Background: an optimization exercise with open tools, aiming at a short achievable clock period and few clock cycles per item. Do not read the settings as production practice. Function was checked by simulation only, so behaviour that the tests miss may differ from the original. No activity file was given, so power comes from the tool's default toggle rates.

Setup of run a:
Design a25_wishbone_master, start of the top module:
module a25_wishbone_master
#(
    parameter int unsigned TIMEOUT_CYCLES = 256
) (
    input  logic         i_clk,
    input  logic         i_rst,
    input  logic         i_p0_valid,
    output logic         o_p0_accepted,
    input  logic         i_p0_write,
    input  logic [127:0] i_p0_wdata,
    input  logic [15:0]  i_p0_be,
    input  logic [31:0]  i_p0_addr,
    output logic [127:0] o_p0_rdata,
    output logic         o_p0_rdata_valid,
    input  logic         i_p1_valid,
    output logic         o_p1_accepted,
    input  logic         i_p1_write,
    input  logic [127:0] i_p1_wdata,
    input  logic [15:0]  i_p1_be,
    input  logic [31:0]  i_p1_addr,
    output logic [127:0] o_p1_rdata,
    output logic         o_p1_rdata_valid,
    input  logic         i_p2_valid,
    output logic         o_p2_accepted,
    input  logic         i_p2_write,
    input  logic [127:0] i_p2_wdata,
    input  logic [15:0]  i_p2_be,
    input  logic [31:0]  i_p2_addr,
    output logic [127:0] o_p2_rdata,
    output logic         o_p2_rdata_valid,
    output logic [31:0]  o_wb_adr,
    output logic [3:0]   o_wb_sel,
    output logic         o_wb_we,
    output logic [31:0]  o_wb_dat,
    input  logic [31:0]  i_wb_dat,
    output logic         o_wb_cyc,
    output logic         o_wb_stb,
    input  logic         i_wb_ack,
    input  logic         i_wb_err,
    output logic         o_bus_error
);
==> flow/config.mk <==
export PLATFORM = sky130hd
export DESIGN_NAME = a25_wishbone_master
export DESIGN_NICKNAME = a25_wishbone_master
export VERILOG_FILES = /design/flow/design.v
export SDC_FILE = /design/flow/constraint.sdc
export NUM_CORES = 4
export LEC_CHECK = 0
export ABC_CLOCK_PERIOD_IN_PS = 2200
export CAP_MARGIN = 20
export CORE_MARGIN = 2
export CORE_UTILIZATION = 50
export SETUP_SLACK_MARGIN = 2.6
export SLEW_MARGIN = 20
export SYNTH_HIERARCHICAL = 1
export SYNTH_MINIMUM_KEEP_SIZE = 0
export TNS_END_PERCENT = 100
==> flow/constraint.sdc <==
create_clock -name core_clock -period 5.0 [get_ports {i_clk}]
set_input_delay 1.0000 -clock core_clock [delete_from_list [all_inputs] [get_ports {i_clk}]]
set_output_delay 1.0000 -clock core_clock [all_outputs]
set_load 0.01 [all_outputs]
standard.sh (not shown) runs the stock make flow with config.mk's settings and CLKGATE_MAP_FILE= SYNTH_SCRIPT=/design/flow/synth_recipe.tcl, a recipe that flattens the netlist after the stock synthesis.
==> flow/flow/run.sh <==
#!/bin/bash
# The standard layout (standard.sh), with three ORFS settings changed:
#  - port buffers are sky130_fd_sc_hd__buf_4 rather than the delay buffer
#    buffer_ports picks by default;
#  - the resizer may swap a cell for one of another footprint
#    (MATCH_CELL_FOOTPRINT=0), so those buffers and the gates can be sized
#    for timing before routing;
#  - the pin placer keeps the valid inputs and accept outputs together
#    (flow/io.tcl, run just before place_pins).
# Everything else, synthesis included, is the standard flow.
set -o pipefail
cp standard.sh standard.sh.txt
bash standard.sh MATCH_CELL_FOOTPRINT=0 "BUFFER_PORTS_ARGS=-buffer_cell sky130_fd_sc_hd__buf_4" "PRE_IO_PLACEMENT_TCL=$PWD/flow/io.tcl" finish > standard.log 2>&1
==> flow/flow/io.tcl <==
# Keep the request-valid inputs and the accept outputs next to each other on
# the die's edge: each accept output is a gate of the three valid inputs.
set_io_pin_constraint -group -order -pin_names {i_p2_valid i_p1_valid i_p0_valid o_p0_accepted o_p1_accepted o_p2_accepted}
Run a ended with every stage complete and zero timing, DRC or antenna violations.
Testbench counts of run a, summed over its fixed seeds: cycles 28,069, requests 5,120.
diff inputs: run a => run b
==> flow/flow/run.sh <==
#!/bin/bash
# The standard layout (standard.sh), with two ORFS settings changed:
#  - port buffers are sky130_fd_sc_hd__buf_4 rather than the delay buffer
#    buffer_ports picks by default;
#  - the resizer may swap a cell for one of another footprint
#    (MATCH_CELL_FOOTPRINT=0), so those buffers and the gates can be sized
#    for timing before routing.
# Everything else, synthesis included, is the standard flow.
set -o pipefail
cp standard.sh standard.sh.txt
bash standard.sh MATCH_CELL_FOOTPRINT=0 "BUFFER_PORTS_ARGS=-buffer_cell sky130_fd_sc_hd__buf_4" finish > standard.log 2>&1
removed: flow/flow/io.tcl
Run b: flow completed, timing, DRC and antenna clean
Compared run a against run b; setup slack within noise.
| via count | higher: run b |
On worst slack on hold paths: between run b and run a, it ends up higher for run a.
In the flow results for run b and run a, the setup fix buffers added after clock tree synthesis is larger on run b.
[compare] base=run a new=run b: clock network fraction of total power has decreased, multi-input gate count has remained practically unchanged.

* * *

Setup of lane 1:
a25_wishbone_master, a different RTL version from the one above (not shown whole).
Size: ~4500 cells after synthesis, ~1000 I/O pins, roughly 49000 um^2 of cells after synthesis.
==> flow/design.v (excerpt) <==
module a25_wishbone_master
#(
    parameter int unsigned TIMEOUT_CYCLES = 256
) (
    input  logic         i_clk,
    input  logic         i_rst,
    input  logic         i_p0_valid,
    output logic         o_p0_accepted,
    input  logic         i_p0_write,
    input  logic [127:0] i_p0_wdata,
    input  logic [15:0]  i_p0_be,
    input  logic [31:0]  i_p0_addr,
    output logic [127:0] o_p0_rdata,
    output logic         o_p0_rdata_valid,
    input  logic         i_p1_valid,
    output logic         o_p1_accepted,
    input  logic         i_p1_write,
    input  logic [127:0] i_p1_wdata,
    input  logic [15:0]  i_p1_be,
    input  logic [31:0]  i_p1_addr,
    output logic [127:0] o_p1_rdata,
    output logic         o_p1_rdata_valid,
    input  logic         i_p2_valid,
    output logic         o_p2_accepted,
    input  logic         i_p2_write,
    input  logic [127:0] i_p2_wdata,
    input  logic [15:0]  i_p2_be,
    input  logic [31:0]  i_p2_addr,
    output logic [127:0] o_p2_rdata,
    output logic         o_p2_rdata_valid,
    output logic [31:0]  o_wb_adr,
    output logic [3:0]   o_wb_sel,
    output logic         o_wb_we,
    output logic [31:0]  o_wb_dat,
    input  logic [31:0]  i_wb_dat,
    output logic         o_wb_cyc,
    output logic         o_wb_stb,
    input  logic         i_wb_ack,
    input  logic         i_wb_err,
    output logic         o_bus_error
);
Settings: LEC_CHECK=0, ABC_CLOCK_PERIOD_IN_PS=2200, CAP_MARGIN=20, CORE_MARGIN=2, CORE_UTILIZATION=60, PLACE_DENSITY=0.7, SETUP_SLACK_MARGIN=2.6, SLEW_MARGIN=20, SYNTH_HIERARCHICAL=1, SYNTH_MINIMUM_KEEP_SIZE=0, TNS_END_PERCENT=100; clock period 5.0 ns.
==> flow/flow/run.sh <==
#!/bin/bash
# The standard layout (standard.sh), with two ORFS settings changed:
#  - port buffers are sky130_fd_sc_hd__buf_4 rather than the delay buffer
#    buffer_ports picks by default;
#  - the resizer may swap a cell for one of another footprint
#    (MATCH_CELL_FOOTPRINT=0), so those buffers and the gates can be sized
#    for timing before routing.
# Everything else, synthesis included, is the standard flow.
set -o pipefail
cp standard.sh standard.sh.txt
bash standard.sh MATCH_CELL_FOOTPRINT=0 "BUFFER_PORTS_ARGS=-buffer_cell sky130_fd_sc_hd__buf_4" finish > standard.log 2>&1
Every stage of the flow completed for lane 1, and the final layout passed the timing, design-rule and antenna checks.
Testbench counts of lane 1, summed over its fixed seeds: cycles 28,076, requests 5,120.
The following lists how lane 2 was set up differently from lane 1:
- swapping 2.6 for 2.8 in SETUP_SLACK_MARGIN
- clearing PLACE_DENSITY, which used to be 0.7
- swapping 60 for 50 in CORE_UTILIZATION
==> results.txt <==
Cell count up about 8% in lane 2 wrt lane 1. Looking at sequential share of layout area, lane 2 sits 4.0 points below lane 1. Re worst hold margin: lane 1 was higher than lane 2. | core utilization of the finished layout | lane 2 vs lane 1 | 6.7 points lower |. Clock edge transition at the registers on the reported setup and hold paths of lane 2 is on par with lane 1. Relative max-transition margin (lower): lane 1. Lane 2: flow completed, timing, DRC and antenna clean. Minimum period implied by the final worst setup slack in lane 2 is 18 ps lower than in lane 1. Lane 2 vs lane 1 on layout-stage area growth over the synthesis result: lane 2 is the higher one. Taking lane 2 over lane 1, the number of antenna violations at the first check in global routing ratio works out to 0.74.

## separate check: timing with driven ports
The flow's constraints put no driver on any port. The routed layouts listed below were extracted and timed again, unchanged, in two steps.
Step 1 sets driving cells, clkbuf_16 on the clock port and buf_2 on the other inputs (assumed; they add their load-dependent delay and slew).
Step 2 adds t to the input delays and takes it off the output delays; t is the mean of the earliest and latest rising clock arrival at the registers after step 1. Input paths then give back, and output paths get back, about the clock's delay inside the block.
Three values: no drivers, after step 1, after step 2; two values: the first two.
run | t, ns | slack for setup (ns) | worst setup path after step 2
run a | 0.762 | 2.448 / 2.220 / 1.793 | input to register
run b | 0.752 | 2.451 / 2.233 / 1.688 | input to register
lane 1 | 0.748 | 2.411 / 2.225 / 1.515 | input to register
lane 2 | 0.782 | 2.429 / 2.256 / 1.805 | input to register
After both steps every run listed still meets setup and hold. For lane 1, which loses most, drivers alone change the setup slack by -0.186 ns; drivers and shift together by -0.896 ns.
